This is an optimization exercise on Yosys and OpenROAD, whose aim is small area and a short achievable clock period, not a production implementation.
Function was checked by simulation only, so behaviour that the tests miss may differ from the original.
No activity file was given, so power comes from the tool's default toggle rates.

==> flow/design.v (outline; a module is shown in full before it is edited, if it fits) <==
// module pdua: 1019 lines
// module pdua_mem_bit: 10 lines
// module pdua_oai22: 6 lines
// module pc_inv: 3 lines
// module pc_nand2: 3 lines
// module pc_nor2: 3 lines
// module pc_nand3: 3 lines
// module pc_nand4: 3 lines
// module pc_nor3: 3 lines
// module pc_xor2: 3 lines
// module pc_xnor2: 3 lines
// module pc_aoi21: 3 lines
// module pc_oai21: 3 lines
// module pc_aoi22: 3 lines
// module pc_aoi222: 3 lines
// module pc_mux2: 3 lines
module pdua #(
  parameter int MAX_WIDTH  = 8,
  parameter int ADDR_WIDTH = 3
) (
  input  logic                  clk,
  input  logic                  rst,
  input  logic                  wr_rdn,
  input  logic                  enaf,
  input  logic [2:0]            selop,
  input  logic [1:0]            shamt,
  output logic                  C,
  output logic                  N,
  output logic                  P,
  output logic                  Z,
  input  logic                  bank_wr_en,
  input  logic [ADDR_WIDTH-1:0] BusB_addr,
  input  logic [ADDR_WIDTH-1:0] BusC_addr,
  input  logic                  sclr,
  input  logic                  ir_en,
  input  logic                  mar_en,
  input  logic                  mdr_en,
  input  logic                  mdr_alu_n,
  output logic [4:0]            out_IR
);
  // ...
==> flow/flow/run.sh <==
#!/bin/bash
# Layout flow: the standard layout (standard.sh), with the port buffers
# made from buf_4 instead of buffer_ports' default cell, a delay buffer
# (clkdlybuf4s50_1) that adds about 0.5 ns to every input path.
set -euo pipefail
export BUFFER_PORTS_ARGS="-buffer_cell sky130_fd_sc_hd__buf_4"
bash standard.sh > standard_flow.log 2>&1
==> flow/standard.sh <==
#!/bin/bash
# synth_recipe.tcl (not shown) runs the flow's synth.tcl, then flattens the netlist and writes it again
# the make line also repeats each setting of config.mk as NAME=value (left out here)
make -C /OpenROAD-flow-scripts/flow DESIGN_CONFIG=/design/flow/config.mk WORK_HOME=/design/flow/orfs CLKGATE_MAP_FILE= SYNTH_SCRIPT=/design/flow/synth_recipe.tcl "${@:-finish}"
==> flow/config.mk <==
export PLATFORM = sky130hd
export DESIGN_NAME = pdua
export DESIGN_NICKNAME = pdua
export VERILOG_FILES = /design/flow/design.v
export SDC_FILE = /design/flow/constraint.sdc
export NUM_CORES = 4
export LEC_CHECK = 0
export CAP_MARGIN = 20
export CORE_MARGIN = 2
export CORE_UTILIZATION = 40
export CTS_BUF_LIST = sky130_fd_sc_hd__clkbuf_16
export CTS_CLUSTER_DIAMETER = 90
export CTS_CLUSTER_SIZE = 25
export SETUP_SLACK_MARGIN = 3.0
export SLEW_MARGIN = 20
export SYNTH_HIERARCHICAL = 1
export TNS_END_PERCENT = 100
==> flow/constraint.sdc <==
create_clock -name core_clock -period 5.5 [get_ports {clk}]
set_input_delay 1.1000 -clock core_clock [delete_from_list [all_inputs] [get_ports {clk}]]
set_output_delay 1.1000 -clock core_clock [all_outputs]
set_load 0.01 [all_outputs]
==> flow_summary.yaml, run 1 <==
global_routing:
  grt_pass1_wl_mm: 381.5
  use_met1_pct: 36.54
  groute.layer.met2.usage_pct: 40.78
  grt_pass1_vias: 60260
routing:
  post_drt_wl_per_cell_um: 25.77
  vias_per_cell: 6.517
  wl_met2_mm: 114.7
  dr.pass1.iters: 6
  drcViolationCount: 0
synthesis:
  netlist.area_leader.share_pct: 59.07
  synthXorXnorAreaFrac_pct: 0.4988
  ys_warn_count: 29
  synth.avg_cell_area_um2: 9.804
  synth_fp_nets: 7469
  synthMostInstantiatedCell: "o22ai_1"
  synth_seq_area_share_pct: 59.07
  synth_area_um2: 73000
  synth-adder-area-share_pct: 0.03428
final_layout:
  inverters: 43
  utilization_pct: 46.58
  finalNonFillerCells: 10130
pwr:
  seq_power_w: 0.0157
  leakagePower_nw: 31.22
  pwr_density_cell_nw_per_um2: 295.9
  p_comb_w: 0.000936
cts:
  ctsHoldBuffers: 0
  cts_root_buf: "clkbuf_16"
  cts_sinks: 2154
  clk_path_buf_depth: 3
  cts_buffers: 99
  htree_num_levels: 3
  cts_tree: "built"
placement:
  dp_cells: 9866
  gp_congestion: 0.9014
  io_buffers: 29
job:
  maxCapViolations: 0
setup_path:
  cp-start-kind: "input port"
  worstPathArrival_ns: 3.67
  path_buf_inv: 3
floorplanning:
  coreArea_um2: 181100
  die_x_um: 431.2
status:
  status: "no timing/DRC/antenna violations"
==> run 2: changes to the inputs <==
--- a/flow/config.mk
+++ b/flow/config.mk
@@ -7,7 +7,7 @@
 export LEC_CHECK = 0
 export CAP_MARGIN = 20
 export CORE_MARGIN = 2
-export CORE_UTILIZATION = 40
+export CORE_UTILIZATION = 50
 export CTS_BUF_LIST = sky130_fd_sc_hd__clkbuf_16
 export CTS_CLUSTER_DIAMETER = 90
 export CTS_CLUSTER_SIZE = 25
==> run 2 against run 1 <==
Compared with the run above:
- utilization increased by 13 points
- die area fell by 20%
- clock power shrank 2%
- critical path depth is the same
- sequential power about the same
- hold slack improved by 0.0035 ns
- combinational power increased by 6.2%
- sequential cell count did not move
- non-clock buffer count is 140 higher
- power shrank 0.32%
- still clean
- final cell count is 3.1% lower
- register-to-register slack is essentially flat
==> flow_summary.yaml, run 2 <==
status:
  status: "no timing/DRC/antenna violations"
placement:
  dpl.hpwl_mm: 158.9
  gp_congestion: 0.9091
  pre_cts_ws_ns: 1.294
  io_buffers: 29
cts:
  clk_path_buf_depth: 3
  path_clk_slew_ns: 0.10
  cts_root_buf: "clkbuf_16"
  cts_sinks: 2154
  htree_num_levels: 3
  worstSkewPairLatency_ns: 0.75
  cts_tree: "built"
  cts_buffers: 97
synthesis:
  synth_ff_type: "dfxtp_1"
  synth_area_leader_cell: "dfxtp_1"
  synthTopCellsByCount: "3083 x o22ai_1, 2154 x dfxtp_1, 907 x nor2_1"
  ys_top_cells_by_area: "dfxtp_1 59%, o22ai_1 26%, nor2_1 4.7%"
  synth-adder-area-share_pct: 0.03428
  synthSimpleGateAreaFrac_pct: 10.57
  yosys.cell_types.count: 47
  synthMostInstantiatedCell: "o22ai_1"
  synth.avg_cell_area_um2: 9.804
  netlist.area_leader.share_pct: 59.07
  synth_seq_area_share_pct: 59.07
  synth-seq-cells: 2154
  ys_warn_count: 29
  synth_top_family_by_area: "compound AO/OA/AOI/OAI gates"
  synthCells: 7446
  synth_edf_count: 0
  synth_compound_area_share_pct: 28.25
  synth_area_um2: 73000
  synthXorXnorAreaFrac_pct: 0.4988
  muxShareOfSynthArea_pct: 1.116
  synth_fp_nets: 7469
  ys_async_sr_fraction_pct: 0
global_routing:
  grt_pass1_wl_mm: 388.9
  globalRouteOverflowTotal: 0
  grt_max_degree: 175
  grt_usage_pct: 34.14
  grt_pass1_vias: 59680
  antenna_found_initial: 8
setup_path:
  r2r-start: "mar_lo[10]"
  endpoint_kind: "flop"
  rrSetupSlack_ns: 2.55
  worst_r2r_endpoint: "mdr[5]"
  reg2reg_depth: 13
  crit_path_max_fanout: 8
  worstPathArrival_ns: 3.63
  cp-start-kind: "input port"
  path_class: "input port to flop"
  required_ns: 6.17
floorplanning:
  die_x_um: 386.1
  die_h_um: 386.1
  core.rowCount: 140
  ios: 30
  dieArea_um2: 149100
  coreArea_um2: 145400
  start_util_pct: 50.21
timing:
  slew_headroom_pct: 22.39
  drv_slew: 0
  rsz0062_at_grt: "true"
  worstMarginPinSlew_ns: 1.149
  hold_violations: 0
  finalSetupViolCount: 0
  worst_slack_ns: 2.531
  final.setup_skew_ns: 0.02241
  totalNegativeSetupSlack_ns: 0
  post-route-period-util_pct: 53.98
  final.min_clock_period_ns: 2.969
  hold_slack_ns: 0.4462
  max_freq_ghz: 0.3368
final_layout:
  final_cell_mix: "3076 x o22ai_1, 2117 x dfxtp_1, 693 x nor2_1, 258 x nand2_1, 243 x buf_4"
  regMostFlops: "g_word.g_bit.u_bit.q"
  largest_reg_flops: 2048
  fin_nets: 7916
  layout_commonest_cell: "o22ai_1"
  top_regs: "g_word.g_bit.u_bit.q (2048), bank (56)"
  area_growth_pct: 17.93
  drive_gt1_share_pct: 16.42
hold_path:
  min_from: "g_word[27].g_bit[2].u_bit.q"
  hp-class: "flop to flop"
  min_to: "g_word[27].g_bit[2].u_bit.q"
  hold-path-cell-count: 1
routing:
  vias: 67510
  vias_per_cell: 6.875
  drcViolationCount: 0
  detail_route.iter0.violations: 7325
  drt-total-wl_mm: 274.8
  post_drt_wl_per_cell_um: 27.98
  ant_nets: 0
  dr.pass1.iters: 8
pwr:
  pwr_density_cell_nw_per_um2: 289.2
  max-vdd-ir-drop_mv: 0.2373
  leakagePower_nw: 32.28
  power_w: 0.02489
job:
  maxCapViolations: 0
-- run 2: worst max path at each step --
stage,startpoint,to,slack [ns],depth (start not counted)
floorplan,BusB_addr[0],P,2.14,15
global placement,BusB_addr[2],mar_lo[13],1.38,14
CTS,BusB_addr[1],mar_hi[3],2.67,15
global route,BusB_addr[2],mar_lo[6],2.44,15
detailed placement,BusB_addr[1],mar_hi[10],1.29,15
finish,BusB_addr[1],mar_hi[4],2.53,16
-- run 2: routing by layer --
| metal | vias up | part of all wire [%] | GRT usage [%] |
|---|---|---|---|
| met5 | - | 0.025 | 0 |
| li1 | 30750 | - | - |
| met3 | 620 | 9.6 | 5.907 |
| met2 | 3029 | 43 | 50.60 |
| met1 | 33100 | 43 | 49.14 |
| met4 | 10 | 5.2 | 14.01 |
-- run 2: per-module statistics from Yosys (local to each module, per instance), a selection --
module        area, µm²  times used  cells
pc_aoi22          12.51          46      1
pc_mux2           15.01          44      1
pc_nand2          3.754         470      1
pc_nand4          6.256         171      1
pc_nor2           3.754         857      1
pc_nor3           10.01           2      1
pc_oai21          5.005          45      1
pc_xnor2          8.758           2      1
pc_xor2           8.758          14      1
pdua               4916           1    641
pdua_mem_bit      26.28        2048      2
pdua_oai22        6.256        1024      1
-- run 2: critical path, stage by stage --
cell and delay, ns:
buf_12 0.12, nor3b_4 0.15, buf_4 0.13, a22oi_2 0.18, nand4_1 0.24, nand2_2 0.18, o21ai_2 0.08, a21oi_2 0.21
o21ai_4 0.13, buf_6 0.15, a22oi_2 0.25, buf_4 0.16, nand4_1 0.12, nand2_2 0.17, nand2_4 0.09, o21ai_1 0.14
-- run 2: cell type report --
type / instances / area (µm²)
Timing Repair Buffer: 368 / 4034
Clock inverter: 6 / 78.83
Tap cell: 1917 / 2399
Multi-Input combinational cell: 5229 / 33650
Fill cell: 12640 / 59300
Clock buffer: 100 / 2502
Antenna cell: 3 / 7.507
Inverter: 43 / 173.9
Sequential cell: 2154 / 43240
-- run 2: repair_timing --
item,CTS,global route
cloned,12,18
pin swaps,174,140
gates resized for setup,704,311
hold buffers,0,0
setup endpoints to repair,2000,940
buffers inserted,124,143
-- run 2: metrics by stage --
step	cell area (µm²)	std cells	utilization, %
final	86090	9820	59.21
after global routing	86080	9817	59.21
after CTS	83120	9655	57.17
after detailed placement	76590	9413	52.68
after global placement	76580	9413	52.67
after floorplan	73550	7446	-
-- run 2: where the power goes --
part / internal, W / total, W / leakage (nW) / switching [W]
registers: 0.0156 / 0.0157 / 19.7 / 0.0000412
clock network: 0.00328 / 0.00824 / 1.27 / 0.00496
logic: 0.000307 / 0.000994 / 11.3 / 0.000688
-- run 2: kinds of logic after synthesis --
family / after synthesis
mux: 59
xor+xnor: 40
fa+ha+maj: 2
simple gates: 1843
buf+inv: 85
flops: 2154
compound gates: 3263

[what the ideal ports hide]
Ports are ideal in the flow. The routed layouts listed here were re-timed in OpenROAD. Step 1: set_driving_cell puts a clkbuf_16 on clk and a buf_2 on each other input, an assumption about the parent block. Step 2, shift: input delay + t, output delay - t, t = (earliest + latest rising clock arrival at the registers) / 2. This alone moves slack from input paths to output paths. a / b / c = no drivers / after step 1 / after step 2; a / b = the first two.
run | shift t [ns] | slack for setup (ns) | cell pins on the clock port's net
run 1 | 0.824 | 2.484 / 2.514 / 1.690 | 1
run 2 | 0.833 | 2.531 / 2.545 / 1.737 | 1
After both steps setup and hold are still met in every run listed.
